What follows belongs to an exercise in optimizing a design on an open flow for small area, a short achievable clock period and few clock cycles per item; a production flow would make more cautious choices. At most, simulation tests tie the RTL to the original design; equivalence was not proved. The RTL of run 6 was laid out without a check of its function. Power figures rest on the tool's default switching activity, not on a simulated workload.

===== design/flow/config.mk =====
export PLATFORM = sky130hd
export DESIGN_NAME = sobel_top
export DESIGN_NICKNAME = sobel_top
export VERILOG_FILES = /design/flow/design.v
export SDC_FILE = /design/flow/constraint.sdc
export NUM_CORES = 4
export LEC_CHECK = 0
export CAP_MARGIN = 20
export CORE_MARGIN = 2
export CORE_UTILIZATION = 40
export SETUP_SLACK_MARGIN = 3.1
export SLEW_MARGIN = 20

===== design/flow/design.v =====
package sobel_pkg;
    typedef logic [11:0] rgb_t;
    typedef logic [7:0]  apb_addr_t;
    typedef logic [31:0] apb_data_t;
endpackage
module sobel_grad (
    input  logic [3:0] tl, ml, bl,
    input  logic [3:0] tc, bc,
    input  logic [3:0] tr, mr, br,
    output logic [6:0] dx,
    output logic [6:0] dy
);
    logic gx_1;
    logic gx_2;
    logic gx_3;
    logic gx_4;
    logic gx_5;
    logic gx_6;
    logic gx_7;
    logic gx_8;
    logic gx_9;
    logic gx_10;
    logic gx_11;
    logic gx_12;
    logic gx_13;
    logic gx_14;
    logic gx_15;
    logic gx_16;
    logic gx_17;
    logic gx_18;
    logic gx_19;
    logic gx_20;
    logic gx_21;
    logic gx_22;
    logic gx_23;
    logic gx_24;
    logic gx_25;
    logic gx_26;
    logic gx_27;
    logic gx_28;
    logic gx_29;
    logic gx_30;
    logic gx_31;
    logic gx_32;
    logic gx_33;
    logic gx_34;
    logic gx_35;
    logic gx_36;
    logic gx_37;
    logic gx_38;
    logic gy_1;
    logic gy_2;
    logic gy_3;
    logic gy_4;
    logic gy_5;
    logic gy_6;
    logic gy_7;
    logic gy_8;
    logic gy_9;
    logic gy_10;
    logic gy_11;
    logic gy_12;
    logic gy_13;
    logic gy_14;
    logic gy_15;
    logic gy_16;
    logic gy_17;
    logic gy_18;
    logic gy_19;
    logic gy_20;
    logic gy_21;
    logic gy_22;
    logic gy_23;
    logic gy_24;
    logic gy_25;
    logic gy_26;
    logic gy_27;
    logic gy_28;
    logic gy_29;
    logic gy_30;
    logic gy_31;
    logic gy_32;
    logic gy_33;
    logic gy_34;
    logic gy_35;
    logic gy_36;
    logic gy_37;
    logic gy_38;
    assign gx_1 = tl[2] ^ bl[2];
    assign gx_2 = tl[2] & bl[2];
    assign gx_3 = tl[3] ^ bl[3];
    assign gx_4 = tl[3] & bl[3];
    assign gx_5 = tl[1] ^ bl[1] ^ ml[0];
    assign gx_6 = (tl[1] & bl[1]) | (tl[1] & ml[0]) | (bl[1] & ml[0]);
    assign gx_7 = gx_1 ^ ml[1] ^ ~tr[2];
    assign gx_8 = (gx_1 & ml[1]) | (gx_1 & ~tr[2]) | (ml[1] & ~tr[2]);
    assign gx_9 = ~br[2] ^ ~mr[1];
    assign gx_10 = ~br[2] & ~mr[1];
    assign gx_11 = gx_3 ^ ml[2] ^ ~tr[3];
    assign gx_12 = (gx_3 & ml[2]) | (gx_3 & ~tr[3]) | (ml[2] & ~tr[3]);
    assign gx_13 = ~br[3] ^ ~mr[2] ^ gx_2;
    assign gx_14 = (~br[3] & ~mr[2]) | (~br[3] & gx_2) | (~mr[2] & gx_2);
    assign gx_15 = ml[3] ^ ~mr[3];
    assign gx_16 = ml[3] & ~mr[3];
    assign gx_17 = tl[0] ^ bl[0];
    assign gx_18 = tl[0] & bl[0];
    assign gx_19 = gx_5 ^ ~tr[1] ^ ~br[1];
    assign gx_20 = (gx_5 & ~tr[1]) | (gx_5 & ~br[1]) | (~tr[1] & ~br[1]);
    assign gx_21 = gx_7 ^ gx_9 ^ 1'b1;
    assign gx_22 = (gx_7 & gx_9) | (gx_7 & 1'b1) | (gx_9 & 1'b1);
    assign gx_23 = gx_11 ^ gx_13 ^ gx_8;
    assign gx_24 = (gx_11 & gx_13) | (gx_11 & gx_8) | (gx_13 & gx_8);
    assign gx_25 = gx_15 ^ gx_4 ^ gx_12;
    assign gx_26 = (gx_15 & gx_4) | (gx_15 & gx_12) | (gx_4 & gx_12);
    assign gx_27 = gx_17 ^ ~tr[0];
    assign gx_28 = gx_17 & ~tr[0];
    assign gx_29 = gx_19 ^ ~mr[0] ^ gx_18;
    assign gx_30 = (gx_19 & ~mr[0]) | (gx_19 & gx_18) | (~mr[0] & gx_18);
    assign gx_31 = gx_21 ^ gx_6 ^ gx_20;
    assign gx_32 = (gx_21 & gx_6) | (gx_21 & gx_20) | (gx_6 & gx_20);
    assign gx_33 = gx_23 ^ gx_10 ^ gx_22;
    assign gx_34 = (gx_23 & gx_10) | (gx_23 & gx_22) | (gx_10 & gx_22);
    assign gx_35 = gx_25 ^ gx_14 ^ gx_24;
    assign gx_36 = (gx_25 & gx_14) | (gx_25 & gx_24) | (gx_14 & gx_24);
    assign gx_37 = gx_16 ^ gx_26;
    assign gx_38 = gx_16 & gx_26;
    assign gy_1 = tl[2] ^ tr[2];
    assign gy_2 = tl[2] & tr[2];
    assign gy_3 = tl[3] ^ tr[3];
    assign gy_4 = tl[3] & tr[3];
    assign gy_5 = tl[1] ^ tr[1] ^ tc[0];
    assign gy_6 = (tl[1] & tr[1]) | (tl[1] & tc[0]) | (tr[1] & tc[0]);
    assign gy_7 = gy_1 ^ tc[1] ^ ~bl[2];
    assign gy_8 = (gy_1 & tc[1]) | (gy_1 & ~bl[2]) | (tc[1] & ~bl[2]);
    assign gy_9 = ~br[2] ^ ~bc[1];
    assign gy_10 = ~br[2] & ~bc[1];
    assign gy_11 = gy_3 ^ tc[2] ^ ~bl[3];
    assign gy_12 = (gy_3 & tc[2]) | (gy_3 & ~bl[3]) | (tc[2] & ~bl[3]);
    assign gy_13 = ~br[3] ^ ~bc[2] ^ gy_2;
    assign gy_14 = (~br[3] & ~bc[2]) | (~br[3] & gy_2) | (~bc[2] & gy_2);
    assign gy_15 = tc[3] ^ ~bc[3];
    assign gy_16 = tc[3] & ~bc[3];
    assign gy_17 = tl[0] ^ tr[0];
    assign gy_18 = tl[0] & tr[0];
    assign gy_19 = gy_5 ^ ~bl[1] ^ ~br[1];
    assign gy_20 = (gy_5 & ~bl[1]) | (gy_5 & ~br[1]) | (~bl[1] & ~br[1]);
    assign gy_21 = gy_7 ^ gy_9 ^ 1'b1;
    assign gy_22 = (gy_7 & gy_9) | (gy_7 & 1'b1) | (gy_9 & 1'b1);
    assign gy_23 = gy_11 ^ gy_13 ^ gy_8;
    assign gy_24 = (gy_11 & gy_13) | (gy_11 & gy_8) | (gy_13 & gy_8);
    assign gy_25 = gy_15 ^ gy_4 ^ gy_12;
    assign gy_26 = (gy_15 & gy_4) | (gy_15 & gy_12) | (gy_4 & gy_12);
    assign gy_27 = gy_17 ^ ~bl[0];
    assign gy_28 = gy_17 & ~bl[0];
    assign gy_29 = gy_19 ^ ~bc[0] ^ gy_18;
    assign gy_30 = (gy_19 & ~bc[0]) | (gy_19 & gy_18) | (~bc[0] & gy_18);
    assign gy_31 = gy_21 ^ gy_6 ^ gy_20;
    assign gy_32 = (gy_21 & gy_6) | (gy_21 & gy_20) | (gy_6 & gy_20);
    assign gy_33 = gy_23 ^ gy_10 ^ gy_22;
    assign gy_34 = (gy_23 & gy_10) | (gy_23 & gy_22) | (gy_10 & gy_22);
    assign gy_35 = gy_25 ^ gy_14 ^ gy_24;
    assign gy_36 = (gy_25 & gy_14) | (gy_25 & gy_24) | (gy_14 & gy_24);
    assign gy_37 = gy_16 ^ gy_26;
    assign gy_38 = gy_16 & gy_26;
    logic [6:0] dx_a, dx_b, dx_s;
    logic [7:0] dx_c;
    assign dx_a[0] = gx_27;
    assign dx_b[0] = ~br[0];
    assign dx_a[1] = gx_29;
    assign dx_b[1] = gx_28;
    assign dx_a[2] = gx_31;
    assign dx_b[2] = gx_30;
    assign dx_a[3] = gx_33;
    assign dx_b[3] = gx_32;
    assign dx_a[4] = gx_35;
    assign dx_b[4] = gx_34;
    assign dx_a[5] = gx_37;
    assign dx_b[5] = gx_36;
    assign dx_a[6] = 1'b1;
    assign dx_b[6] = gx_38;
    assign dx_c[0] = 1'b0;
    for (genvar i = 0; i < 7; i++) begin : g_dx
        assign dx_s[i]   = dx_a[i] ^ dx_b[i] ^ dx_c[i];
        assign dx_c[i+1] = (dx_a[i] & dx_b[i]) | (dx_c[i] & (dx_a[i] ^ dx_b[i]));
    end
    logic [6:0] dy_a, dy_b, dy_s;
    logic [7:0] dy_c;
    assign dy_a[0] = gy_27;
    assign dy_b[0] = ~br[0];
    assign dy_a[1] = gy_29;
    assign dy_b[1] = gy_28;
    assign dy_a[2] = gy_31;
    assign dy_b[2] = gy_30;
    assign dy_a[3] = gy_33;
    assign dy_b[3] = gy_32;
    assign dy_a[4] = gy_35;
    assign dy_b[4] = gy_34;
    assign dy_a[5] = gy_37;
    assign dy_b[5] = gy_36;
    assign dy_a[6] = 1'b1;
    assign dy_b[6] = gy_38;
    assign dy_c[0] = 1'b0;
    for (genvar i = 0; i < 7; i++) begin : g_dy
        assign dy_s[i]   = dy_a[i] ^ dy_b[i] ^ dy_c[i];
        assign dy_c[i+1] = (dy_a[i] & dy_b[i]) | (dy_c[i] & (dy_a[i] ^ dy_b[i]));
    end
    assign dx = dx_s;
    assign dy = dy_s;
endmodule
module sobel_sq (
    input  logic [6:0]  d,
    output logic [11:0] q
);
    always_comb begin
        case (d)
            7'd80: q = 12'd2304;
            7'd81: q = 12'd2209;
            7'd82: q = 12'd2116;
            7'd83: q = 12'd2025;
            7'd84: q = 12'd1936;
            7'd85: q = 12'd1849;
            7'd86: q = 12'd1764;
            7'd87: q = 12'd1681;
            7'd88: q = 12'd1600;
            7'd89: q = 12'd1521;
            7'd90: q = 12'd1444;
            7'd91: q = 12'd1369;
            7'd92: q = 12'd1296;
            7'd93: q = 12'd1225;
            7'd94: q = 12'd1156;
            7'd95: q = 12'd1089;
            7'd96: q = 12'd1024;
            7'd97: q = 12'd961;
            7'd98: q = 12'd900;
            7'd99: q = 12'd841;
            7'd100: q = 12'd784;
            7'd101: q = 12'd729;
            7'd102: q = 12'd676;
            7'd103: q = 12'd625;
            7'd104: q = 12'd576;
            7'd105: q = 12'd529;
            7'd106: q = 12'd484;
            7'd107: q = 12'd441;
            7'd108: q = 12'd400;
            7'd109: q = 12'd361;
            7'd110: q = 12'd324;
            7'd111: q = 12'd289;
            7'd112: q = 12'd256;
            7'd113: q = 12'd225;
            7'd114: q = 12'd196;
            7'd115: q = 12'd169;
            7'd116: q = 12'd144;
            7'd117: q = 12'd121;
            7'd118: q = 12'd100;
            7'd119: q = 12'd81;
            7'd120: q = 12'd64;
            7'd121: q = 12'd49;
            7'd122: q = 12'd36;
            7'd123: q = 12'd25;
            7'd124: q = 12'd16;
            7'd125: q = 12'd9;
            7'd126: q = 12'd4;
            7'd127: q = 12'd1;
            7'd0: q = 12'd0;
            7'd1: q = 12'd1;
            7'd2: q = 12'd4;
            7'd3: q = 12'd9;
            7'd4: q = 12'd16;
            7'd5: q = 12'd25;
            7'd6: q = 12'd36;
            7'd7: q = 12'd49;
            7'd8: q = 12'd64;
            7'd9: q = 12'd81;
            7'd10: q = 12'd100;
            7'd11: q = 12'd121;
            7'd12: q = 12'd144;
            7'd13: q = 12'd169;
            7'd14: q = 12'd196;
            7'd15: q = 12'd225;
            7'd16: q = 12'd256;
            7'd17: q = 12'd289;
            7'd18: q = 12'd324;
            7'd19: q = 12'd361;
            7'd20: q = 12'd400;
            7'd21: q = 12'd441;
            7'd22: q = 12'd484;
            7'd23: q = 12'd529;
            7'd24: q = 12'd576;
            7'd25: q = 12'd625;
            7'd26: q = 12'd676;
            7'd27: q = 12'd729;
            7'd28: q = 12'd784;
            7'd29: q = 12'd841;
            7'd30: q = 12'd900;
            7'd31: q = 12'd961;
            7'd32: q = 12'd1024;
            7'd33: q = 12'd1089;
            7'd34: q = 12'd1156;
            7'd35: q = 12'd1225;
            7'd36: q = 12'd1296;
            7'd37: q = 12'd1369;
            7'd38: q = 12'd1444;
            7'd39: q = 12'd1521;
            7'd40: q = 12'd1600;
            7'd41: q = 12'd1681;
            7'd42: q = 12'd1764;
            7'd43: q = 12'd1849;
            7'd44: q = 12'd1936;
            7'd45: q = 12'd2025;
            7'd46: q = 12'd2116;
            7'd47: q = 12'd2209;
            7'd48: q = 12'd2304;
            default: q = 12'd0;
        endcase
    end
endmodule
module sobel_edge_test (
    input  logic [11:0] qx,
    input  logic [11:0] qy,
    input  logic [12:0] thresh,
    output logic        is_edge
);
    logic [12:0] nt, a, b, x, y;
    logic [13:0] c;
    assign nt = ~thresh;
    assign x  = {1'b0, qx};
    assign y  = {1'b0, qy};
    for (genvar i = 0; i < 13; i++) begin : g_csa
        assign a[i] = x[i] ^ y[i] ^ nt[i];
        assign b[i] = (x[i] & y[i]) | (x[i] & nt[i]) | (y[i] & nt[i]);
    end
    assign c[0] = 1'b0;
    assign c[1] = 1'b0;
    for (genvar i = 1; i < 13; i++) begin : g_carry
        assign c[i+1] = (a[i] & b[i-1]) | (c[i] & (a[i] | b[i-1]));
    end
    assign is_edge = b[12] ^ c[13];
endmodule
`timescale 1ns/1ps
module sobel_top #(
    parameter int IMG_WIDTH  = 160,
    parameter int IMG_HEIGHT = 120,
    parameter int ADDR_W     = 15
) (
    input  logic                 clk,
    input  logic                 rst_n,
    input  logic                 psel,
    input  logic                 penable,
    input  logic                 pwrite,
    input  sobel_pkg::apb_addr_t paddr,
    input  sobel_pkg::apb_data_t pwdata,
    output sobel_pkg::apb_data_t prdata,
    output logic                 pready,
    output logic                 pslverr,
    output logic                 src_rd_en,
    output logic [ADDR_W-1:0]    src_addr,
    input  sobel_pkg::rgb_t      src_data,
    output logic                 edge_we,
    output logic [ADDR_W-1:0]    edge_addr,
    output logic                 edge_bit
);
    localparam int L      = 12;
    localparam int K      = L - 2;
    localparam int NSTRIP = (IMG_HEIGHT - 2 + K - 1) / K;
    localparam int J_LAST = (IMG_HEIGHT - 1) - (NSTRIP - 1) * K;
    localparam int CH     = 2 * L + 3;
    localparam logic [ADDR_W-1:0] STEP_ROW   = ADDR_W'(IMG_WIDTH);
    localparam logic [ADDR_W-1:0] STEP_COL   = ADDR_W'(1 - (L - 1) * IMG_WIDTH);
    localparam logic [ADDR_W-1:0] STEP_STRIP = ADDR_W'(-IMG_WIDTH - (IMG_WIDTH - 1));
    localparam logic [ADDR_W-1:0] EDGE_INIT  = ADDR_W'(-3 * IMG_WIDTH + (IMG_WIDTH - 1) - IMG_WIDTH - 1);
    logic [12:0] thresh;
    logic [3:0]  margin;
    logic        busy;
    logic        done;
    logic [14:0] last_count;
    logic [14:0] cnt;
    logic [14:0] cnt_next;
    logic [14:0] rd_q;
    logic        err_q;
    logic        wr_th_q, wr_mg_q, wr_ct_q;
    logic        a_ct, a_th, a_mg, a_st, a_cn;
    assign a_ct = (paddr == 8'h00);
    assign a_th = (paddr == 8'h04);
    assign a_mg = (paddr == 8'h08);
    assign a_st = (paddr == 8'h0C);
    assign a_cn = (paddr == 8'h10);
    logic        a_ok;
    logic [14:0] rd_sel;
    assign a_ok = (paddr[7:5] == 3'd0) && (paddr[1:0] == 2'd0);
    always_comb begin
        case (paddr[4:2])
            3'd1:    rd_sel = {2'd0, thresh};
            3'd2:    rd_sel = {11'd0, margin};
            3'd3:    rd_sel = {13'd0, done, busy};
            3'd4:    rd_sel = last_count;
            default: rd_sel = '0;
        endcase
    end
    always_ff @(posedge clk) begin
        rd_q    <= a_ok ? rd_sel : 15'd0;
        err_q   <= !(a_ct || a_th || a_mg || a_st || a_cn) || (pwrite && busy && (a_ct || a_th || a_mg));
        wr_th_q <= pwrite && !busy && a_th;
        wr_mg_q <= pwrite && !busy && a_mg;
        wr_ct_q <= pwrite && !busy && a_ct;
    end
    logic access;
    logic start;
    assign pready  = 1'b1;
    assign pslverr = err_q;
    assign prdata  = {17'd0, rd_q};
    assign access  = psel && penable;
    assign start   = access && wr_ct_q && pwdata[0];
    always_ff @(posedge clk or negedge rst_n) begin
        if (!rst_n) begin
            thresh <= 13'd3000;
            margin <= 4'd0;
        end else begin
            if (access && wr_th_q) thresh <= pwdata[12:0];
            if (access && wr_mg_q) margin <= pwdata[3:0];
        end
    end
    logic [3:0]  j;       
    logic [7:0]  x;       
    logic [6:0]  ry;      
    logic        rd_done;
    logic        col_end;
    logic        strip_end;
    logic        final_rd;
    always_ff @(posedge clk) begin
        col_end   <= busy && !col_end && (j == 4'(L - 2));
        strip_end <= busy && (col_end ? (!strip_end && (x == 8'(IMG_WIDTH - 2))) : strip_end);
    end
    logic        rd_next;
    assign final_rd  = strip_end && (ry == 7'(IMG_HEIGHT - 1)) && (j == 4'(J_LAST));
    always_ff @(posedge clk) begin
        if (!busy) begin
            j         <= '0;
            x         <= '0;
            ry        <= '0;
            src_addr  <= '0;
            edge_addr <= EDGE_INIT;
            rd_done   <= 1'b0;
        end else begin
            if (col_end) begin
                j <= '0;
                if (strip_end) begin
                    x        <= '0;
                    ry       <= ry - 7'd1;
                    src_addr <= src_addr + STEP_STRIP;
                end else begin
                    x        <= x + 8'd1;
                    ry       <= ry - 7'(L - 1);
                    src_addr <= src_addr + STEP_COL;
                end
            end else begin
                j        <= j + 4'd1;
                ry       <= ry + 7'd1;
                src_addr <= src_addr + STEP_ROW;
            end
            if (j == 4'd4) begin
                edge_addr <= edge_addr + ((x == 8'd0) ? STEP_STRIP : STEP_COL);
            end else begin
                edge_addr <= edge_addr + STEP_ROW;
            end
            if (src_rd_en && final_rd) rd_done <= 1'b1;
        end
    end
    always_comb begin
        if (!busy) begin
            rd_next = start;
        end else if (rd_done || final_rd) begin
            rd_next = 1'b0;
        end else if (col_end) begin
            rd_next = !strip_end || (ry <= 7'(IMG_HEIGHT));
        end else begin
            rd_next = (ry <= 7'(IMG_HEIGHT - 2));
        end
    end
    always_ff @(posedge clk or negedge rst_n) begin
        if (!rst_n) src_rd_en <= 1'b0;
        else        src_rd_en <= rd_next;
    end
    logic [3:0] luma;
    logic [3:0] ch [0:CH-1];
    assign luma = 4'(src_data[11:10]) + 4'(src_data[7:5]) + 4'(src_data[7]) + 4'(src_data[3]);
    always_ff @(posedge clk) begin
        ch[0] <= luma;
        for (int i = 1; i < CH; i++) ch[i] <= ch[i-1];
    end
    logic [6:0]  dx_d, dy_d, dx, dy;
    logic [11:0] qx_d, qy_d, qx, qy;
    logic        is_edge;
    sobel_grad u_grad (
        .tl (ch[2*L+2]),
        .ml (ch[2*L+1]),
        .bl (ch[2*L]),
        .tc (ch[L+2]),
        .bc (ch[L]),
        .tr (ch[2]),
        .mr (ch[1]),
        .br (ch[0]),
        .dx (dx_d),
        .dy (dy_d)
    );
    sobel_sq u_sqx (.d(dx), .q(qx_d));
    sobel_sq u_sqy (.d(dy), .q(qy_d));
    sobel_edge_test u_test (
        .qx      (qx),
        .qy      (qy),
        .thresh  (thresh),
        .is_edge (is_edge)
    );
    always_ff @(posedge clk) begin
        dx <= dx_d;
        dy <= dy_d;
        qx <= qx_d;
        qy <= qy_d;
    end
    logic v0, m0;
    logic [4:1] v;
    logic [4:1] m;
    assign v0 = src_rd_en && (j >= 4'd2) && (x >= 8'd2);
    assign m0 = (x <= 8'(margin)) || ((9'(x) + 9'(margin)) > 9'(IMG_WIDTH))
             || (ry <= 7'(margin)) || ((8'(ry) + 8'(margin)) > 8'(IMG_HEIGHT));
    always_ff @(posedge clk or negedge rst_n) begin
        if (!rst_n) begin
            v       <= '0;
            edge_we <= 1'b0;
        end else begin
            v       <= {v[3:1], v0};
            edge_we <= v[4];
        end
    end
    always_ff @(posedge clk) begin
        m        <= {m[3:1], m0};
        edge_bit <= is_edge && !m[4];
    end
    assign cnt_next = cnt + 15'(edge_we && edge_bit);
    always_ff @(posedge clk) begin
        if (!busy) cnt <= '0;
        else       cnt <= cnt_next;
    end
    always_ff @(posedge clk or negedge rst_n) begin
        if (!rst_n) begin
            busy       <= 1'b0;
            done       <= 1'b0;
            last_count <= '0;
        end else if (start) begin
            busy <= 1'b1;
            done <= 1'b0;
        end else if (busy && rd_done && (v == 4'd0) && !edge_we) begin
            busy       <= 1'b0;
            done       <= 1'b1;
            last_count <= cnt;
        end
    end
endmodule

===== design/flow/flow/run.sh =====
#!/bin/bash
# The standard flow, with three changes to how the layout is made:
#  - Yosys's adder-cell mapping is off (adders are left as plain gates for ABC),
#  - ABC uses its area script,
#  - the port buffers are buf_2 cells instead of the slow delay-buffer cell that
#    buffer_ports picks by default.
set -euo pipefail
bash standard.sh ADDER_MAP_FILE= ABC_AREA=1 "BUFFER_PORTS_ARGS=-buffer_cell sky130_fd_sc_hd__buf_2" finish > flow_standard.log 2>&1

===== design/flow/standard.sh =====
#!/bin/bash
# synth_recipe.tcl (not shown) runs the flow's synth.tcl, then flattens the netlist and writes it again
# the make line also repeats each setting of config.mk as NAME=value (left out here)
make -C /OpenROAD-flow-scripts/flow DESIGN_CONFIG=/design/flow/config.mk WORK_HOME=/design/flow/orfs CLKGATE_MAP_FILE= SYNTH_SCRIPT=/design/flow/synth_recipe.tcl "${@:-finish}"

===== design/flow/constraint.sdc =====
create_clock -name core_clock -period 5.5 [get_ports {clk}]
set_input_delay 1.1000 -clock core_clock [delete_from_list [all_inputs] [get_ports {clk}]]
set_output_delay 1.1000 -clock core_clock [all_outputs]
set_load 0.01 [all_outputs]

==> results.py, run 1 <==
metrics = {
    "outcome": {
        "status": "finished clean",
    },
    "route": {
        "wl_met2_mm": 12.4,
        "wl_met3_mm": 1.38,
        "drtPass1Iterations": 5,
        "routed_wl_mm": 27.6,
        "viasPerCell": 4.86,
        "top_layer": "met5",
        "wl_met1_mm": 13.1,
        "detail-route-antenna-nets": 0,
        "vias": 10500,
        "first_iter_violations": 837,
        "drc": 0,
        "wire_per_inst_um": 12.8,
    },
    "die": {
        "start_util": 0.406,
        "fp-row-count": 64,
        "die_h_um": 180,
        "fp.dieArea_sq_um": 32500,
        "ios": 124,
        "core_sq_um": 30600,
        "die_w_um": 180,
    },
    "logic_synthesis": {
        "yosysWarnings": 4,
        "synthArstFlopShare": 0.145,
        "synth.most_common_cell": "nand2_1",
        "synth_edf_count": 0,
        "synth_area_leaders": "dfxtp_1 38%, nand2_1 11%, dfrtp_1 6.6%",
        "synth_xor_area_frac": 0.0271,
        "synth_top_family_by_area": "simple AND/OR/NAND/NOR gates",
        "ys_ff_latch": 275,
        "synth_commonest_cells": "371 x nand2_1, 235 x dfxtp_1, 218 x inv_1, 175 x nor2_1, 111 x o21ai_0",
        "synth-compound-area-share": 0.123,
        "yosys_most_used_dff": "dfxtp_1",
        "synth_top_area_share": 0.379,
        "avgSynthCellArea_sq_um": 7.52,
        "synth.area.mux_share": 0.00816,
        "synth.yosys.seq_area_share": 0.460,
        "synth_fa_ha_area_frac": 0,
        "synth-simple-area-share": 0.292,
        "synthesis.area_sq_um": 12400,
        "yosysUniqueCellTypes": 61,
        "synth_area_leader_cell": "dfxtp_1",
        "postSynthCellCount": 1652,
    },
    "critical_path": {
        "cp-end-kind": "primary output",
        "path_cells": "buf_4 > buf_2",
        "cpPeakStageDelay_ns": 0.44,
        "crit_buf_inv": 2,
        "cp_max_fo": 4,
        "arrival_ns": 1.26,
        "cp-start-kind": "register",
        "slowest_stage": "dfrtp_2",
        "critical_path_class": "register to primary output",
        "cp_top_family": "flip-flops",
        "reg2reg_slack_ns": 3.28,
        "cp.required_ns": 4.40,
    },
    "hold_path": {
        "hold_class": "register to register",
    },
    "grt": {
        "antenna_found_initial": 4,
        "grt_overflow": 0,
        "grt_usage": 0.167,
        "first_global_vias": 9715,
        "grt_pass1_wl_mm": 46.1,
        "grt_max_degree": 41,
    },
    "pwr": {
        "powerDensity_nw_per_um2": 460,
        "vdd_drop_max_mv": 0.349,
        "p_leak_nw": 6.78,
    },
    "timing": {
        "worst_slack_ns": 3.14,
        "slew_viol_final": 0,
        "tns_ns": 0,
        "setup_violations": 0,
        "period_minus_slack_ns": 2.36,
        "rsz0062_at_grt": "yes",
        "fin_crit_sh": 0.430,
        "fmax_mhz": 423,
        "slew_headroom": 0.372,
        "skew_ns": 0.0141,
        "worst_hold_slack_ns": 0.319,
        "hold_violations": 0,
        "worst_pin_slew_ns": 0.942,
    },
    "cts": {
        "cts-buffers-inserted": 30,
        "cts_max_level": 1,
        "cts_sinks": 275,
        "cts_tree": "built",
        "cts-root-buf": "clkbuf_16",
        "insertion_delay_ns": 0.55,
        "ctsHoldBuffers": 0,
        "clk_pin_slew_ns": 0.06,
        "cts_buffer_depth": 3,
    },
    "layout": {
        "final_cells": 2164,
        "fill_cells": 3021,
        "fin_nets": 1802,
        "area_delta_synth_final_pct": 15.2,
        "drive_above_1_share": 0.168,
    },
    "place": {
        "port_buffers": 80,
        "post-place-ws_ns": 2.62,
        "globalplace.congestion": 0.887,
        "dp.cells": 2099,
        "dp_hpwl_mm": 20.5,
    },
    "flow_run": {
        "drv_cap": 0,
    },
}
[metrics by stage]
step | cell area, sq um | power, mW | utilization
2_1_floorplan | 12500 | 4.15 | -
3_5_place_dp | 13100 | 4.58 | 0.430
3_3_place_gp | 13100 | 4.59 | 0.430
6_report | 14300 | 6.58 | 0.468
4_1_cts | 14200 | 6.62 | 0.463
5_1_grt | 14300 | 7.06 | 0.468
[final timing paths]
kind                                    from                   endpoint  cells past startpoint
min                             m[3]$_DFF_P_               m[4]$_DFF_P_                      0
max in group asynchronous              rst_n          edge_we$_DFF_PN0_                      1
max reg2reg                x[5]$_SDFFE_PN0P_   edge_addr[13]$_SDFF_PN1_                     14
min reg2reg                     m[3]$_DFF_P_               m[4]$_DFF_P_                      0
min in group asynchronous              rst_n  last_count[6]$_DFFE_PN0P_                      1
max                        edge_we$_DFF_PN0_                    edge_we                      2
[metal layers]
| metal | vias to the layer above | GRT usage |
|---|---|---|
| met3 | 46 | 0.0305 |
| met2 | 252 | 0.276 |
| li1 | 5450 | - |
| met1 | 4766 | 0.223 |
| met5 | - | 0 |
| met4 | 2 | 0.0516 |
[where the power goes]
group	leakage, nW	switching, mW	total (mW)	internal (mW)
clock	0.489	0.795	2.02	1.23
sequential	2.43	0.232	2.51	2.28
combinational	3.86	1.30	2.05	0.754
[cell usage in the layout, fill, tap and decap left out, types with 7 or more instances in the layout]
cell,count
dfstp_2,7
inv_1,217
dfrtp_1,32
a31oi_1,11
nor3_1,23
buf_2,80
nand2_2,55
inv_2,9
conb_1,18
nand4_1,10
o211ai_1,10
buf_4,12
a21oi_1,76
or2_2,12
nand3_2,17
nand2_1,368
nand2_4,7
xor2_1,18
o21ai_1,7
nor2_2,11
o21ai_0,109
clkbuf_16,30
xnor2_1,12
mux2_2,9
nand3_1,88
nor2_1,173
dfxtp_1,228
[cell type report]
type | count | area (sq um) | area share
Antenna cell | 3 | 7.51 | 0.000525
Clock buffer | 38 | 811 | 0.0567
Clock inverter | 14 | 194 | 0.0136
Inverter | 230 | 867 | 0.0606
Multi-Input combinational cell | 1115 | 5690 | 0.398
Sequential cell | 275 | 5730 | 0.400
Tap cell | 396 | 495 | 0.0346
Timing Repair Buffer | 93 | 510 | 0.0357
[flip-flops by register name, indices dropped and copies added (netlist names), 4 cells and up]
register	count
ch	108
ry	7
v	4
dy	7
dx	7
thresh	13
qy	11
margin	4
x	8
m	4
edge_addr	15
rd_q	15
src_addr	15
j	4
cnt	15
qx	11
last_count	15
[cell families (layout without fill, tap and decap cells)]
group                  Yosys count  in the layout
AO/OA/AOI/OAI                  262            262
XOR/XNOR                        35             35
buffers and inverters          278            375
flip-flops                     275            275
multiplexers                     9              9
other                            2             21
AND/OR/NAND/NOR                791            791
[repair_timing]
action                     4_1_cts  5_1_grt
resized for setup                2       20
pin swaps                        0        1
buffers inserted                 0       10
setup endpoints to repair        7       15
Testbench counts, summed over its fixed seeds: cycles 368,928, frames 16.
==> inputs of run 2 (changes only) <==
--- a/design/flow/config.mk
+++ b/design/flow/config.mk
@@ -8,5 +8,7 @@
 export CAP_MARGIN = 20
 export CORE_MARGIN = 2
 export CORE_UTILIZATION = 40
+export CTS_CLUSTER_DIAMETER = 80
+export CTS_CLUSTER_SIZE = 24
 export SETUP_SLACK_MARGIN = 3.1
 export SLEW_MARGIN = 20
==> results.py, run 2 <==
metrics = {
    "critical_path": {
        "critical_path_class": "register to primary output",
        "crit_buf_inv": 2,
        "arrival_ns": 1.23,
        "cp-start-kind": "register",
        "cp-end-kind": "primary output",
        "cp.required_ns": 4.40,
        "cp_max_fo": 4,
        "cpPeakStageDelay_ns": 0.45,
        "cp_top_family": "flip-flops",
        "slowest_stage": "dfrtp_2",
        "path_cells": "buf_4 > buf_2",
    },
    "grt": {
        "grt_pass1_wl_mm": 45.4,
        "first_global_vias": 9505,
        "grt_usage": 0.165,
        "antenna_found_initial": 4,
        "grt_max_degree": 41,
        "grt_overflow": 0,
    },
    "die": {
        "fp-row-count": 64,
        "die_w_um": 180,
        "die_h_um": 180,
        "start_util": 0.406,
        "fp.dieArea_sq_um": 32500,
        "core_sq_um": 30600,
        "ios": 124,
    },
    "place": {
        "globalplace.congestion": 0.887,
        "dp.cells": 2099,
        "port_buffers": 80,
        "dp_hpwl_mm": 20.5,
    },
    "layout": {
        "largest_reg_flops": 108,
        "final_cell_mix": "368 x nand2_1, 227 x dfxtp_1, 217 x inv_1",
        "drive_above_1_share": 0.155,
        "fill_cells": 3074,
        "final_cells": 2137,
        "regMostFlops": "ch",
        "area_delta_synth_final_pct": 11.2,
        "fin_nets": 1787,
        "final_common_cell": "nand2_1",
    },
    "logic_synthesis": {
        "synth-compound-area-share": 0.123,
        "synth_top_family_by_area": "simple AND/OR/NAND/NOR gates",
        "synth.area.mux_share": 0.00816,
        "synth-simple-area-share": 0.292,
        "yosysWarnings": 4,
        "synthesis.area_sq_um": 12400,
        "yosysUniqueCellTypes": 61,
        "yosys_most_used_dff": "dfxtp_1",
        "synth_xor_area_frac": 0.0271,
        "synth_commonest_cells": "371 x nand2_1, 235 x dfxtp_1, 218 x inv_1, 175 x nor2_1, 111 x o21ai_0",
        "synth_fa_ha_area_frac": 0,
        "synth.yosys.seq_area_share": 0.460,
        "synthArstFlopShare": 0.145,
        "synth_area_leaders": "dfxtp_1 38%, nand2_1 11%, dfrtp_1 6.6%",
        "synth_area_leader_cell": "dfxtp_1",
        "synth_edf_count": 0,
        "postSynthCellCount": 1652,
        "ys_ff_latch": 275,
        "avgSynthCellArea_sq_um": 7.52,
        "synth_top_area_share": 0.379,
        "synth.most_common_cell": "nand2_1",
    },
    "timing": {
        "setup_violations": 0,
        "slew_viol_final": 0,
        "period_minus_slack_ns": 2.33,
        "slew_headroom": 0.361,
        "fin_crit_sh": 0.423,
        "worst_pin_slew_ns": 0.958,
        "tns_ns": 0,
        "rsz0062_at_grt": "yes",
        "hold_violations": 0,
        "fmax_mhz": 430,
        "skew_ns": 0.0183,
    },
    "pwr": {
        "vdd_drop_max_mv": 0.295,
        "powerDensity_nw_per_um2": 423,
        "p_leak_nw": 6.53,
    },
    "flow_run": {
        "drv_cap": 0,
    },
    "route": {
        "viasPerCell": 4.86,
        "vias": 10400,
        "wire_per_inst_um": 12.7,
        "drc": 0,
        "first_iter_violations": 788,
        "detail-route-antenna-nets": 0,
        "drtPass1Iterations": 5,
        "routed_wl_mm": 27.2,
    },
    "cts": {
        "cts-root-buf": "clkbuf_16",
        "cts_tree": "built",
        "cts_max_level": 1,
        "insertion_delay_ns": 0.51,
        "clk_pin_slew_ns": 0.10,
        "cts-buffers-inserted": 16,
        "cts_sinks": 275,
        "cts_buffer_depth": 3,
    },
    "hold_path": {
        "hold_class": "register to register",
    },
    "outcome": {
        "status": "finished clean",
    },
}
run 2: timing repair:
item / in CTS / in global routing
endpoints found under the setup margin: 7 / 15
hold endpoints to repair: 0 / 0
setup buffers: 0 / 9
resized for setup: 2 / 20
hold buffers: 0 / 0
pin swaps: 0 / 1
run 2: per-layer routing:
| layer | vias to the layer above | GRT usage | part of all wire |
|---|---|---|---|
| li1 | 5401 | - | - |
| met2 | 241 | 0.272 | 0.45 |
| met5 | - | 0 | 0.00048 |
| met3 | 43 | 0.0275 | 0.054 |
| met1 | 4693 | 0.223 | 0.47 |
| met4 | 2 | 0.0439 | 0.024 |
run 2: path summary, 6_finish.rpt:
check | from | to | slack (ns) | depth (start not counted)
worst min-delay path | ch[21][3]$_DFF_P_ | ch[22][3]$_DFF_P_ | 0.32 | 0
worst max-delay path | edge_we$_DFF_PN0_ | edge_we | 3.17 | 2
max in group asynchronous | rst_n | edge_we$_DFF_PN0_ | 4.12 | 1
worst max register to register | x[5]$_SDFFE_PN0P_ | edge_addr[13]$_SDFF_PN1_ | 3.27 | 14
worst min register to register | ch[21][3]$_DFF_P_ | ch[22][3]$_DFF_P_ | 0.32 | 0
min in group asynchronous | rst_n | last_count[11]$_DFFE_PN0P_ | 0.74 | 1
run 2: stage by stage:
step | hold WS (ns) | utilization | setup slack, ns | power [mW] | cell area, sq um
detailed placement | 0.312 | 0.430 | 2.62 | 4.58 | 13100
floorplan | 0.310 | - | 3.39 | 4.15 | 12500
CTS | 0.320 | 0.447 | 3.12 | 5.90 | 13700
global route | 0.328 | 0.451 | 3.07 | 6.31 | 13800
global placement | 0.311 | 0.430 | 2.65 | 4.59 | 13100
finish | 0.319 | 0.451 | 3.17 | 5.84 | 13800
run 2: final cells by class:
| type | count | area (sq um) | area share |
|---|---|---|---|
| flip-flops and latches | 275 | 5730 | 0.415 |
| multi-input cells | 1115 | 5690 | 0.412 |
| inverters | 230 | 867 | 0.0628 |
| repair buffers | 92 | 503 | 0.0364 |
| well taps | 396 | 495 | 0.0359 |
| clock buffers | 21 | 440 | 0.0319 |
| clock inverters | 5 | 75.1 | 0.00544 |
| diodes | 3 | 7.51 | 0.000544 |
run 2: cells by family (layout without fill, tap and decap cells):
group	count (synthesis)	count (layout)
AO/OA/AOI/OAI	262	262
XOR/XNOR	35	35
buffers and inverters	278	348
flip-flops	275	275
multiplexers	9	9
other	2	21
AND/OR/NAND/NOR	791	791
run 2: power breakdown:
| part | switching (mW) | internal [mW] | total (mW) |
|---|---|---|---|
| Sequential | 0.232 | 2.27 | 2.50 |
| Combinational | 1.29 | 0.749 | 2.04 |
| Clock | 0.671 | 0.630 | 1.30 |
| Total | 2.19 | 3.65 | 5.84 |
==> inputs of run 3 (changes only) <==
--- a/design/flow/design.v
+++ b/design/flow/design.v
@@ -531,11 +531,13 @@
             edge_we <= v[4];
         end
     end
+    logic cnt_inc;
     always_ff @(posedge clk) begin
         m        <= {m[3:1], m0};
         edge_bit <= is_edge && !m[4];
+        cnt_inc  <= v[4] && is_edge && !m[4];
     end
-    assign cnt_next = cnt + 15'(edge_we && edge_bit);
+    assign cnt_next = cnt + 15'(cnt_inc);
     always_ff @(posedge clk) begin
         if (!busy) cnt <= '0;
         else       cnt <= cnt_next;
@@ -548,10 +550,10 @@
         end else if (start) begin
             busy <= 1'b1;
             done <= 1'b0;
-        end else if (busy && rd_done && (v == 4'd0) && !edge_we) begin
+        end else if (busy && rd_done && (v == 4'd0)) begin
             busy       <= 1'b0;
             done       <= 1'b1;
-            last_count <= cnt;
+            last_count <= cnt_next;
         end
     end
 endmodule
--- a/design/flow/config.mk
+++ b/design/flow/config.mk
@@ -10,5 +10,5 @@
 export CORE_UTILIZATION = 40
 export CTS_CLUSTER_DIAMETER = 80
 export CTS_CLUSTER_SIZE = 24
-export SETUP_SLACK_MARGIN = 3.1
+export SETUP_SLACK_MARGIN = 3.25
 export SLEW_MARGIN = 20
==> results.py, run 3 <==
metrics = {
    "cts": {
        "cts-root-buf": "clkbuf_16",
        "cts_max_level": 1,
        "insertion_delay_ns": 0.51,
        "clk_pin_slew_ns": 0.10,
        "cts-buffers-inserted": 17,
        "cts_buffer_depth": 3,
        "ctsHoldBuffers": 0,
        "cts_sinks": 276,
        "cts_tree": "built",
    },
    "timing": {
        "setup_violations": 0,
        "skew_ns": 0.0209,
        "worst_slack_ns": 3.30,
        "period_minus_slack_ns": 2.20,
        "worst_pin_slew_ns": 0.925,
        "rsz0062_at_grt": "yes",
        "tns_ns": 0,
        "slew_headroom": 0.383,
        "hold_violations": 0,
        "fin_crit_sh": 0.399,
        "fmax_mhz": 455,
        "slew_viol_final": 0,
    },
    "logic_synthesis": {
        "yosys_most_used_dff": "dfxtp_1",
        "avgSynthCellArea_sq_um": 7.35,
        "synthesis.area_sq_um": 12200,
        "synth_top_area_share": 0.387,
        "yosysWarnings": 4,
        "ys_ff_latch": 276,
        "postSynthCellCount": 1661,
        "synth_area_leader_cell": "dfxtp_1",
        "synth_area_leaders": "dfxtp_1 39%, nand2_1 13%, inv_1 6.8%",
        "synth.yosys.seq_area_share": 0.470,
        "yosysUniqueCellTypes": 61,
        "synth_commonest_cells": "413 x nand2_1, 236 x dfxtp_1, 221 x inv_1, 197 x nor2_1, 115 x o21ai_0",
        "synthArstFlopShare": 0.145,
        "synth_edf_count": 0,
        "synth.most_common_cell": "nand2_1",
    },
    "route": {
        "wl_met2_mm": 12.4,
        "viasPerCell": 4.84,
        "wire_per_inst_um": 12.2,
        "drc": 0,
        "routed_wl_mm": 26.3,
        "wl_met3_mm": 1.15,
        "wl_met1_mm": 12.4,
        "first_iter_violations": 641,
        "vias": 10500,
        "drtPass1Iterations": 5,
        "top_layer": "met4",
        "detail-route-antenna-nets": 0,
    },
    "pwr": {
        "seqPwrFrac": 0.418,
        "intPower_mw": 3.87,
        "powerDensity_nw_per_um2": 436,
        "p_comb_frac": 0.363,
        "p_switching_mw": 2.36,
        "p_leak_nw": 6.93,
        "clockPowerShare": 0.219,
        "switching_share": 0.379,
        "vdd_drop_max_mv": 0.278,
    },
    "die": {
        "fp-row-count": 63,
        "ios": 124,
        "die_w_um": 179,
        "start_util": 0.408,
        "core_sq_um": 29900,
        "die_h_um": 179,
        "fp.dieArea_sq_um": 31900,
    },
    "critical_path": {
        "slowest_stage": "dfxtp_1",
        "cp-start-kind": "register",
        "cpPeakStageDelay_ns": 0.42,
        "arrival_ns": 1.10,
        "path_cells": "buf_2",
        "cp_top_family": "flip-flops",
        "critical_path_class": "register to primary output",
        "crit_buf_inv": 1,
        "cp-end-kind": "primary output",
        "cp.required_ns": 4.40,
        "cp_max_fo": 6,
        "reg2reg_slack_ns": 3.33,
    },
    "place": {
        "dp_hpwl_mm": 18.2,
        "post-place-ws_ns": 2.75,
        "port_buffers": 80,
        "globalplace.congestion": 0.887,
        "placed_area_sq_um": 12900,
    },
    "grt": {
        "grt_pass1_wl_mm": 43.1,
        "grt_max_degree": 41,
        "first_global_vias": 9477,
        "grt_overflow": 0,
        "antenna_found_initial": 0,
        "grt_usage": 0.160,
    },
    "outcome": {
        "status": "finished clean",
    },
    "layout": {
        "area_delta_synth_final_pct": 17.2,
        "num_antenna_cells": 0,
        "fin_nets": 1823,
        "fin_area_sq_um": 14300,
        "regMostFlops": "ch",
        "largest_reg_flops": 108,
        "final_common_cell": "nand2_1",
        "final_cell_mix": "362 x nand2_1, 214 x inv_1, 210 x dfxtp_1",
        "drive_above_1_share": 0.186,
    },
    "flow_run": {
        "drv_cap": 0,
    },
    "hold_path": {
        "hold_class": "register to register",
    },
}
## run 3: worst paths after layout
| path | from | to | depth (start not counted) |
|---|---|---|---|
| worst max-delay path | src_addr[5]$_SDFF_PN0_ | src_addr[5] | 1 |
| worst min-delay path | ch[15][1]$_DFF_P_ | ch[16][1]$_DFF_P_ | 0 |
| worst max register to register | cnt_inc$_DFF_P_ | last_count[14]$_DFFE_PN0P_ | 18 |
| worst min register to register | ch[15][1]$_DFF_P_ | ch[16][1]$_DFF_P_ | 0 |
| max in group asynchronous | rst_n | thresh[6]$_DFFE_PN0P_ | 1 |
| min in group asynchronous | rst_n | edge_we$_DFF_PN0_ | 1 |
## run 3: kinds of logic after synthesis
| group | Yosys count | synth area share |
|---|---|---|
| other | 2 | 0.000615 |
| xor gates and xnor gates | 41 | 0.0300 |
| and+or+nand+nor | 788 | 0.271 |
| AOI/OAI and AO/OA | 271 | 0.130 |
| buffers and inverters | 274 | 0.0901 |
| muxes | 9 | 0.00820 |
| DFF | 276 | 0.470 |
## run 3: repair_timing
action | 4_1_cts | 5_1_grt
endpoints found under the setup margin | 15 | 41
buffers inserted | 4 | 31
pin swaps | 1 | 53
gates resized for setup | 8 | 166
endpoints found under the hold margin | 0 | 0
cloned | 0 | 0
## run 3: cell type report
cell class / instances / area (sq um)
Clock buffer: 22 / 454
Sequential cell: 276 / 5790
Fill cell: 2918 / 15600
Tap cell: 390 / 488
Inverter: 226 / 855
Clock inverter: 6 / 100
Multi-Input combinational cell: 1127 / 5890
Timing Repair Buffer: 118 / 713
## run 3: power by group through the flow
stage / sequential, mW / clock, mW / combinational [mW]
finish: 2.60 / 1.37 / 2.26
detailed placement: 2.64 / 0 / 1.95
global route: 2.65 / 1.50 / 2.60
global placement: 2.64 / 0 / 1.95
floorplan: 2.50 / 0 / 1.68
CTS: 2.59 / 1.42 / 1.96
## run 3: per-layer routing
| layer | GRT usage | vias up |
|---|---|---|
| li1 | - | 5496 |
| met1 | 0.214 | 4742 |
| met2 | 0.276 | 207 |
| met3 | 0.0204 | 37 |
| met4 | 0.0396 | 0 |
| met5 | 0 | - |
## run 3: per-stage QoR
stage / util / cells / total power, mW / hold slack (ns)
after CTS: 0.453 / 2134 / 5.98 / 0.317
after global routing: 0.479 / 2165 / 6.75 / 0.325
after global placement: 0.433 / 2102 / 4.59 / 0.311
after detailed placement: 0.433 / 2102 / 4.59 / 0.312
after floorplan: - / 1677 / 4.18 / 0.310
final: 0.479 / 2165 / 6.23 / 0.317
Testbench counts of run 3, summed over its fixed seeds: cycles 368,928, frames 16.
==> inputs of run 4 (changes only) <==
--- a/design/flow/config.mk
+++ b/design/flow/config.mk
@@ -7,8 +7,9 @@
 export LEC_CHECK = 0
 export CAP_MARGIN = 20
 export CORE_MARGIN = 2
-export CORE_UTILIZATION = 40
+export CORE_UTILIZATION = 65
 export CTS_CLUSTER_DIAMETER = 80
 export CTS_CLUSTER_SIZE = 24
-export SETUP_SLACK_MARGIN = 3.25
+export PLACE_DENSITY = 0.75
+export SETUP_SLACK_MARGIN = 3.1
 export SLEW_MARGIN = 20
==> results.py, run 4 <==
metrics = {
    "route": {
        "drc": 0,
        "viasPerCell": 5.30,
        "first_iter_violations": 492,
        "vias": 10500,
        "wire_per_inst_um": 12.7,
        "detail-route-antenna-nets": 0,
        "routed_wl_mm": 25.3,
        "drtPass1Iterations": 6,
    },
    "critical_path": {
        "cp_max_fo": 5,
        "reg2reg_slack_ns": 3.28,
        "cpPeakStageDelay_ns": 0.34,
        "cp.required_ns": 5.90,
        "slowest_stage": "dfxtp_2",
        "arrival_ns": 2.62,
        "cp-start-kind": "register",
        "path_common_cell": "nand2_1",
        "critical_path_class": "register to register",
        "path_cells": "nor2_2 > nand3_2 > nor2_4 > buf_6 > nor2_1 > a21oi_2 > nor2_1 > nand2_1 > o21ai_2 > nand2_1 > nand3b_1 > nor2_2 > nand2_1 > nand2_1 > nand2_1 > a21oi_1 > o21ai_1",
        "cp-end-kind": "register",
    },
    "layout": {
        "num_antenna_cells": 0,
        "final_cell_mix": "396 x nand2_1, 220 x dfxtp_1, 219 x inv_1",
        "largest_reg_flops": 108,
        "regMostFlops": "ch",
        "final_common_cell": "nand2_1",
        "drive_above_1_share": 0.131,
        "area_delta_synth_final_pct": 10.8,
        "fin_nets": 1801,
    },
    "pwr": {
        "p_comb_frac": 0.350,
        "powerDensity_nw_per_um2": 439,
        "vdd_drop_max_mv": 0.418,
        "p_switching_mw": 2.24,
        "switching_share": 0.378,
        "p_leak_nw": 6.73,
        "intPower_mw": 3.69,
        "seqPwrFrac": 0.441,
        "clockPowerShare": 0.209,
    },
    "timing": {
        "slew_viol_final": 0,
        "worst_hold_slack_ns": 0.320,
        "period_minus_slack_ns": 2.22,
        "rsz0062_at_grt": "yes",
        "setup_violations": 0,
        "hold_violations": 0,
        "fmax_mhz": 450,
        "slew_headroom": 0.359,
        "tns_ns": 0,
        "worst_pin_slew_ns": 0.959,
        "skew_ns": 0.0171,
        "fin_crit_sh": 0.404,
        "worst_slack_ns": 3.28,
    },
    "flow_run": {
        "drv_cap": 0,
    },
    "cts": {
        "cts_max_level": 1,
        "clk_pin_slew_ns": 0.10,
        "cts-root-buf": "clkbuf_16",
        "ctsHoldBuffers": 0,
        "cts_tree": "built",
        "insertion_delay_ns": 0.49,
        "cts_buffer_depth": 3,
        "cts-buffers-inserted": 16,
        "cts_sinks": 276,
    },
    "die": {
        "die_h_um": 141,
        "fp.dieArea_sq_um": 19900,
        "fp-row-count": 50,
        "start_util": 0.657,
        "die_w_um": 141,
        "core_sq_um": 18600,
        "ios": 124,
    },
    "logic_synthesis": {
        "synth_area_leader_cell": "dfxtp_1",
        "ys_ff_latch": 276,
        "yosysUniqueCellTypes": 61,
        "synthArstFlopShare": 0.145,
        "yosysWarnings": 4,
        "synth_edf_count": 0,
        "synthesis.area_sq_um": 12200,
        "synth_area_leaders": "dfxtp_1 39%, nand2_1 13%, inv_1 6.8%",
        "avgSynthCellArea_sq_um": 7.35,
        "postSynthCellCount": 1661,
        "synth.most_common_cell": "nand2_1",
        "synth.yosys.seq_area_share": 0.470,
        "synth_top_area_share": 0.387,
        "synth_commonest_cells": "413 x nand2_1, 236 x dfxtp_1, 221 x inv_1, 197 x nor2_1, 115 x o21ai_0",
        "yosys_most_used_dff": "dfxtp_1",
    },
    "grt": {
        "grt_pass1_wl_mm": 41.9,
        "antenna_found_initial": 0,
        "first_global_vias": 9589,
        "grt_usage": 0.247,
        "grt_max_degree": 41,
        "grt_overflow": 0,
    },
    "place": {
        "dp_hpwl_mm": 18.0,
        "globalplace.congestion": 0.875,
        "port_buffers": 80,
        "post-place-ws_ns": 2.80,
    },
    "hold_path": {
        "hold_class": "register to register",
    },
    "outcome": {
        "status": "finished clean",
    },
}
==> run 4: cell counts after synthesis <==
Identical to the previous run, type by type.
==> run 4: metal layers <==
metal | wire, um | global-route usage | vias up
met3 | 1120 | 0.0275 | 40
met5 | 0 | 0 | -
met4 | 382 | 0.0553 | 0
li1 | - | - | 5442
met2 | 12400 | 0.446 | 246
met1 | 11400 | 0.319 | 4790
==> run 4: per-stage QoR <==
stage          instances  utilization  area, sq um  power (mW)
3_5_place_dp        1946        0.685        12700        4.59
4_1_cts             1974        0.712        13200        5.84
5_1_grt             1986        0.727        13500        6.38
6_report            1986        0.727        13500        5.93
3_3_place_gp        1946        0.685        12700        4.57
2_1_floorplan       1677            -        12300        4.18
==> run 4: power by group through the flow <==
stage                     registers (mW)  clock network (mW)  logic [mW]
after global routing                2.65                1.34        2.39
after CTS                           2.60                1.27        1.97
after floorplan                     2.50                   0        1.68
final                               2.61                1.24        2.07
after detailed placement            2.64                   0        1.95
after global placement              2.64                   0        1.93
==> run 4: timing repair <==
| action | CTS | global route |
|---|---|---|
| resized for setup | 1 | 65 |
| buffers inserted | 2 | 11 |
| pin swaps | 1 | 8 |
| endpoints found under the setup margin | 4 | 18 |
==> run 4: worst paths after layout <==
path                              startpoint                          to  cells after the start
hold / removal             ch[23][2]$_DFF_P_           ch[24][2]$_DFF_P_                      0
setup reg to reg           x[5]$_SDFFE_PN0P_    edge_addr[14]$_SDFF_PN1_                     17
min in group asynchronous              rst_n  last_count[11]$_DFFE_PN0P_                      1
setup / recovery           x[5]$_SDFFE_PN0P_    edge_addr[14]$_SDFF_PN1_                     17
hold reg to reg            ch[23][2]$_DFF_P_           ch[24][2]$_DFF_P_                      0
max in group asynchronous              rst_n   last_count[5]$_DFFE_PN0P_                      1
==> run 4: area by class of cell <==
cell class              count  area (sq um)
repair buffers             97           532
clock buffers              22           444
flip-flops and latches    276          5760
fillers                  1469          5060
multi-input cells        1127          5590
clock inverters             4          43.8
inverters                 226           852
well taps                 234           293
==> run 4: cell families after synthesis <==
group / count (synthesis) / synth area share
AOI/OAI and AO/OA: 271 / 0.130
xor gates and xnor gates: 41 / 0.0300
other: 2 / 0.000615
DFF: 276 / 0.470
buffers and inverters: 274 / 0.0901
muxes: 9 / 0.00820
and+or+nand+nor: 788 / 0.271
==> run 4: critical path: cells and delay by family (launching register included) <==
family / cells / cell delay [ns]
DFF: 1 / 0.34
AOI/OAI and AO/OA: 4 / 0.41
and+or+nand+nor: 12 / 1.23
buffers and inverters: 1 / 0.15
==> inputs of run 5 (changes only) <==
--- a/design/flow/config.mk
+++ b/design/flow/config.mk
@@ -7,9 +7,8 @@
 export LEC_CHECK = 0
 export CAP_MARGIN = 20
 export CORE_MARGIN = 2
-export CORE_UTILIZATION = 65
+export CORE_UTILIZATION = 40
 export CTS_CLUSTER_DIAMETER = 80
 export CTS_CLUSTER_SIZE = 24
-export PLACE_DENSITY = 0.75
 export SETUP_SLACK_MARGIN = 3.1
 export SLEW_MARGIN = 20
==> results.py, run 5 <==
metrics = {
    "cts": {
        "cts-buffers-inserted": 17,
        "cts_buffer_depth": 3,
        "cts_sinks": 276,
        "insertion_delay_ns": 0.51,
        "cts-root-buf": "clkbuf_16",
        "clk_pin_slew_ns": 0.10,
        "ctsHoldBuffers": 0,
        "cts_max_level": 1,
        "cts_tree": "built",
    },
    "hold_path": {
        "hold_class": "register to register",
        "min_delay_path_depth": 0,
        "hold_path_startpoint": "ch[15][1]$_DFF_P_",
    },
    "layout": {
        "largest_reg_flops": 108,
        "fin_nets": 1799,
        "fill_cells": 2959,
        "num_antenna_cells": 0,
        "final_common_cell": "nand2_1",
        "area_delta_synth_final_pct": 12.2,
        "final_cell_mix": "406 x nand2_1, 219 x inv_1, 218 x dfxtp_1",
        "regMostFlops": "ch",
        "drive_above_1_share": 0.122,
    },
    "grt": {
        "first_global_vias": 9480,
        "grt_max_degree": 41,
        "antenna_found_initial": 0,
        "grt_pass1_wl_mm": 43.0,
        "grt_overflow": 0,
        "grt_usage": 0.160,
    },
    "die": {
        "die_h_um": 179,
        "ios": 124,
        "start_util": 0.408,
        "fp-row-count": 63,
        "die_w_um": 179,
        "core_sq_um": 29900,
        "fp.dieArea_sq_um": 31900,
    },
    "route": {
        "wire_per_inst_um": 11.8,
        "routed_wl_mm": 25.2,
        "drtPass1Iterations": 6,
        "viasPerCell": 4.81,
        "vias": 10300,
        "first_iter_violations": 703,
        "drc": 0,
        "detail-route-antenna-nets": 0,
    },
    "logic_synthesis": {
        "synth.yosys.seq_area_share": 0.470,
        "synth_area_leaders": "dfxtp_1 39%, nand2_1 13%, inv_1 6.8%",
        "synth_commonest_cells": "413 x nand2_1, 236 x dfxtp_1, 221 x inv_1, 197 x nor2_1, 115 x o21ai_0",
        "postSynthCellCount": 1661,
        "synthArstFlopShare": 0.145,
        "avgSynthCellArea_sq_um": 7.35,
        "synth.most_common_cell": "nand2_1",
        "yosys_most_used_dff": "dfxtp_1",
        "ys_ff_latch": 276,
        "synthesis.area_sq_um": 12200,
        "yosysWarnings": 4,
        "synth_top_area_share": 0.387,
        "synth_area_leader_cell": "dfxtp_1",
        "synth_edf_count": 0,
        "yosysUniqueCellTypes": 61,
    },
    "critical_path": {
        "cp_max_fo": 6,
        "critical_path_class": "register to primary output",
        "crit_buf_inv": 1,
        "cp-startpoint": "edge_addr[5]$_SDFF_PN0_",
        "path_cells": "buf_2",
        "arrival_ns": 1.13,
        "crit_cells": 1,
        "cp-end-kind": "primary output",
        "cp_top_family": "flip-flops",
        "worstRegToRegCells": 18,
        "cp-start-kind": "register",
        "worst_r2r_startpoint": "x[2]$_SDFFE_PN0P_",
        "slowest_stage": "dfxtp_1",
        "cp.required_ns": 4.40,
        "cpPeakStageDelay_ns": 0.46,
    },
    "timing": {
        "fmax_mhz": 448,
        "fin_crit_sh": 0.406,
        "rsz0062_at_grt": "yes",
        "slew_viol_final": 0,
        "worst_pin_slew_ns": 0.970,
        "hold_violations": 0,
        "setup_violations": 0,
        "slew_headroom": 0.352,
        "skew_ns": 0.0291,
        "worst_slack_ns": 3.27,
        "tns_ns": 0,
        "period_minus_slack_ns": 2.23,
    },
    "outcome": {
        "status": "finished clean",
    },
    "flow_run": {
        "drv_cap": 0,
    },
    "pwr": {
        "vdd_drop_max_mv": 0.263,
        "p_leak_nw": 6.73,
        "powerDensity_nw_per_um2": 434,
    },
    "place": {
        "post-place-ws_ns": 2.75,
        "dp_hpwl_mm": 18.2,
        "port_buffers": 80,
        "globalplace.congestion": 0.887,
    },
}
[run 5: cell families (layout without fill, tap and decap cells)]
| kind of cell | after synthesis | in the layout | share of synthesized area |
|---|---|---|---|
| other | 2 | 18 | 0.000615 |
| muxes | 9 | 9 | 0.00820 |
| AOI/OAI and AO/OA | 271 | 271 | 0.130 |
| and+or+nand+nor | 788 | 788 | 0.271 |
| buffers and inverters | 274 | 348 | 0.0901 |
| DFF | 276 | 276 | 0.470 |
| xor gates and xnor gates | 41 | 41 | 0.0300 |
[run 5: per-stage QoR]
step / utilization / power (mW) / cell area, sq um / cells / hold slack (ns)
3_5_place_dp: 0.433 / 4.59 / 12900 / 2102 / 0.312
3_3_place_gp: 0.433 / 4.59 / 12900 / 2102 / 0.311
6_report: 0.458 / 5.94 / 13700 / 2141 / 0.318
5_1_grt: 0.458 / 6.46 / 13700 / 2141 / 0.325
2_1_floorplan: - / 4.18 / 12300 / 1677 / 0.310
4_1_cts: 0.452 / 5.98 / 13500 / 2133 / 0.317
[run 5: timing repair]
item | 4_1_cts | 5_1_grt
resized for setup | 2 | 51
setup endpoints to repair | 4 | 18
pin swaps | 1 | 11
setup buffers | 3 | 8
[run 5: path summary, 6_finish.rpt]
kind	to	slack (ns)
max	edge_addr[5]	3.27
min	ch[16][1]$_DFF_P_	0.32
max reg2reg	edge_addr[14]$_SDFF_PN1_	3.31
min reg2reg	ch[16][1]$_DFF_P_	0.32
max in group asynchronous	thresh[6]$_DFFE_PN0P_	4.21
min in group asynchronous	src_rd_en$_DFF_PN0_	0.72
[run 5: power by group]
group	leakage [nW]	switching, mW	total, mW	internal (mW)
combinational	3.99	1.26	1.99	0.732
sequential	2.47	0.260	2.60	2.34
clock	0.264	0.703	1.36	0.656
total	6.73	2.22	5.94	3.73
[run 5: area by class of cell]
cell class	instances	area, sq um	area share
flip-flops and latches	276	5760	0.421
multi-input cells	1127	5520	0.403
inverters	226	852	0.0622
repair buffers	94	509	0.0372
well taps	390	488	0.0356
clock buffers	22	454	0.0332
clock inverters	6	100	0.00731
[run 5: metal layers]
metal | GRT usage | part of all wire | up-vias
li1 | - | - | 5442
met1 | 0.213 | 0.48 | 4616
met2 | 0.275 | 0.46 | 203
met3 | 0.0204 | 0.045 | 36
met4 | 0.0403 | 0.017 | 0
met5 | 0 | 0 | -
==> inputs of run 6 (changes only) <==
--- a/design/flow/design.v
+++ b/design/flow/design.v
@@ -359,7 +359,7 @@
     output logic [ADDR_W-1:0]    edge_addr,
     output logic                 edge_bit
 );
-    localparam int L      = 12;
+    localparam int L      = 14;
     localparam int K      = L - 2;
     localparam int NSTRIP = (IMG_HEIGHT - 2 + K - 1) / K;
     localparam int J_LAST = (IMG_HEIGHT - 1) - (NSTRIP - 1) * K;
==> results.py, run 6 <==
metrics = {
    "cts": {
        "cts_sinks": 292,
        "cts_max_level": 1,
        "insertion_delay_ns": 0.51,
        "cts_buffer_depth": 3,
        "cts_tree": "built",
        "cts-root-buf": "clkbuf_16",
        "cts-buffers-inserted": 18,
        "clk_pin_slew_ns": 0.09,
    },
    "timing": {
        "worst_slack_ns": 3.24,
        "slew_viol_final": 0,
        "fin_crit_sh": 0.410,
        "setup_violations": 0,
        "skew_ns": 0.0189,
        "rsz0062_at_grt": "yes",
        "worst_pin_slew_ns": 1.10,
        "fmax_mhz": 443,
        "hold_violations": 0,
        "slew_headroom": 0.263,
        "tns_ns": 0,
        "period_minus_slack_ns": 2.26,
    },
    "outcome": {
        "status": "finished clean",
    },
    "layout": {
        "regMostFlops": "ch",
        "fin_nets": 1753,
        "utilization": 0.460,
        "num_antenna_cells": 0,
        "final_common_cell": "nand2_1",
        "fill_cells": 2988,
        "area_delta_synth_final_pct": 12.6,
        "multi_input_area_sq_um": 5240,
        "final_cell_mix": "403 x nand2_1, 240 x dfxtp_1, 210 x inv_1",
        "drive_above_1_share": 0.121,
        "regArea_sq_um": 6070,
        "largest_reg_flops": 124,
    },
    "logic_synthesis": {
        "synth-compound-area-share": 0.122,
        "synth_top_area_share": 0.414,
        "synth.area.mux_share": 0.00739,
        "synth_xor_area_frac": 0.0287,
        "synth-simple-area-share": 0.259,
        "avgSynthCellArea_sq_um": 7.57,
        "synthesis.area_sq_um": 12200,
        "ys_ff_latch": 292,
        "yosys_most_used_dff": "dfxtp_1",
        "synth_edf_count": 0,
        "synth_area_leaders": "dfxtp_1 41%, nand2_1 13%, dfrtp_1 6.8%",
        "synth_area_leader_cell": "dfxtp_1",
        "yosysWarnings": 4,
        "synth_commonest_cells": "415 x nand2_1, 252 x dfxtp_1, 211 x inv_1, 172 x nor2_1, 107 x o21ai_0",
        "synthArstFlopShare": 0.137,
        "synth.yosys.seq_area_share": 0.497,
        "postSynthCellCount": 1610,
        "synth_top_family_by_area": "simple AND/OR/NAND/NOR gates",
        "yosysUniqueCellTypes": 59,
        "synth_fa_ha_area_frac": 0,
        "synth.most_common_cell": "nand2_1",
    },
    "critical_path": {
        "cp-end-kind": "register",
        "worst_r2r_startpoint": "cnt_inc$_DFF_P_",
        "arrival_ns": 2.66,
        "slowest_stage": "dfxtp_2",
        "cp.required_ns": 5.91,
        "cp-start-kind": "register",
        "cpPeakStageDelay_ns": 0.34,
        "path_common_cell": "nor2_4",
        "timing.rr.end": "last_count[14]$_DFFE_PN0P_",
        "crit_buf_inv": 1,
        "reg2reg_slack_ns": 3.24,
        "cp_top_family": "simple AND/OR/NAND/NOR gates",
        "critical_path_class": "register to register",
        "path_cells": "nand2_2 > nor2_2 > inv_2 > nor2_4 > nand2_4 > nor2_4 > nand2_2 > nor2_4 > nand2_2 > nor2_4 > nand2_4 > nor2_4 > nand2_2 > nor2_4 > nand2_2 > xnor2_2 > nand2_1 > o21ai_1",
        "worstRegToRegCells": 18,
        "cp_max_fo": 4,
    },
    "route": {
        "first_iter_violations": 537,
        "routed_wl_mm": 24.9,
        "viasPerCell": 4.80,
        "drtPass1Iterations": 5,
        "vias": 10100,
        "drc": 0,
        "detail-route-antenna-nets": 0,
        "wire_per_inst_um": 11.9,
    },
    "place": {
        "dp_hpwl_mm": 17.8,
        "globalplace.congestion": 0.867,
        "port_buffers": 80,
        "post-place-ws_ns": 2.80,
    },
    "pwr": {
        "powerDensity_nw_per_um2": 431,
        "p_switching_mw": 2.15,
        "p_comb_frac": 0.309,
        "p_total_mw": 5.92,
        "p_leak_nw": 6.54,
        "seqPwrFrac": 0.446,
        "intPower_mw": 3.77,
        "clockPowerShare": 0.245,
        "vdd_drop_max_mv": 0.300,
        "switching_share": 0.363,
    },
    "grt": {
        "grt_max_degree": 41,
        "first_global_vias": 9092,
        "grt_usage": 0.157,
        "grt_overflow": 0,
        "antenna_found_initial": 0,
        "grt_pass1_wl_mm": 41.9,
    },
    "hold_path": {
        "whs_endpoint": "ch[16][1]$_DFF_P_",
        "min_delay_path_depth": 0,
        "hold_path_startpoint": "ch[15][1]$_DFF_P_",
        "hold_class": "register to register",
    },
    "die": {
        "fp.dieArea_sq_um": 31900,
        "fp-row-count": 63,
        "die_w_um": 179,
        "ios": 124,
        "core_sq_um": 29800,
        "start_util": 0.409,
        "die_h_um": 179,
    },
    "flow_run": {
        "drv_cap": 0,
    },
}
[run 6: cell count changes in the layout (fill, tap and decap cells not counted), moves of 4 or more]
cell      before  now
a31oi_1        9    4
dfxtp_1      218  240
dfxtp_2       15   10
inv_1        219  210
nand3_1       93   71
nand4_1       10   17
nor2_1       190  169
nor3_1        19   30
o21ai_0      110  106
o21ai_1        8    2
o22ai_1        4    8
o311ai_0       6    2
[run 6: metal layers]
layer | wire length [um] | track usage
met4 | 589 | 0.0390
met3 | 924 | 0.0200
met1 | 11800 | 0.206
met5 | 0 | 0
met2 | 11600 | 0.272
[run 6: what timing repair did]
action,in CTS,in global routing
setup endpoints to repair,1,27
pin swaps,0,12
endpoints found under the hold margin,0,0
hold buffers,0,0
resized for setup,1,41
buffers inserted,0,12
cloned,0,0
[run 6: how the worst max path moves through the flow]
| stage | from | endpoint | depth (start not counted) |
|---|---|---|---|
| 6_report | cnt_inc$_DFF_P_ | last_count[14]$_DFFE_PN0P_ | 18 |
| 5_1_grt | ch[2][1]$_DFF_P_ | dy[6]$_DFF_P_ | 23 |
| 4_1_cts | x[1]$_SDFFE_PN0P_ | edge_addr[12]$_SDFF_PN1_ | 14 |
| 3_5_place_dp | paddr[2] | rd_q[2]$_SDFF_PN0_ | 8 |
| 3_3_place_gp | paddr[2] | rd_q[2]$_SDFF_PN0_ | 8 |
| 2_1_floorplan | src_data[5] | ch[0][2]$_DFF_P_ | 5 |
[run 6: power groups by stage]
stage	sequential, mW	combinational (mW)	clock, mW
global placement	2.69	1.78	0
global route	2.69	2.14	1.58
detailed placement	2.68	1.78	0
CTS	2.64	1.79	1.51
finish	2.64	1.83	1.45
floorplan	2.57	1.48	0
[run 6: worst reg2reg max path: cells and delay by family, from the launching register on]
kind | cells | cell delay, ns
xor+xnor | 1 | 0.14
buf+inv | 1 | 0.06
flops | 1 | 0.34
compound gates | 1 | 0.06
simple gates | 15 | 1.57
[run 6: final cells by class]
| class | instances | area share |
|---|---|---|
| tap | 390 | 0.0356 |
| clock buffer | 21 | 0.0352 |
| timing repair buffer | 95 | 0.0374 |
| clock inverter | 9 | 0.00830 |
| inverter | 216 | 0.0591 |
| sequential | 292 | 0.443 |
| multi-input combinational | 1073 | 0.382 |
[run 6: stage by stage]
step           cells  area (sq um)  hold WS, ns
6_report        2096         13700        0.323
5_1_grt         2096         13700        0.335
4_1_cts         2084         13500        0.328
3_5_place_dp    2054         12900        0.312
3_3_place_gp    2054         12900        0.311
2_1_floorplan   1626         12200        0.310
[run 6: cell families (layout without fill, tap and decap cells)]
logic type                count (synthesis)  after routing
xor gates and xnor gates                 39             39
DFF                                     292            292
other                                     2             18
and+or+nand+nor                         753            753
buffers and inverters                   261            341
AOI/OAI and AO/OA                       255            255
muxes                                     8              8

==> afterwards: timing with drivers on the ports <==
The flow's constraints put no driver on any port. The routed layouts listed below were extracted and timed again, unchanged, in two steps. Step 1, drivers: a clkbuf_16 drives clk and a buf_2 each remaining input, both assumed. Step 2, shift: input delay + t, output delay - t, t = (earliest + latest rising clock arrival at the registers) / 2. This alone moves slack from input paths to output paths. Slacks: no drivers / after step 1 / after step 2; pairs: no drivers / after step 1.
run | shift t [ns] | setup WS [ns]
run 1 | 0.594 | 3.137 / 3.089 / 2.875
run 2 | 0.546 | 3.172 / 3.124 / 2.884
run 3 | 0.549 | 3.304 / 3.254 / 2.941
run 4 | 0.532 | 3.278 / 3.235 / 2.856
run 5 | 0.543 | 3.269 / 3.219 / 2.878
run 6 | 0.548 | 3.245 / 3.245 / 2.746
After both steps setup and hold are still met in every run listed.
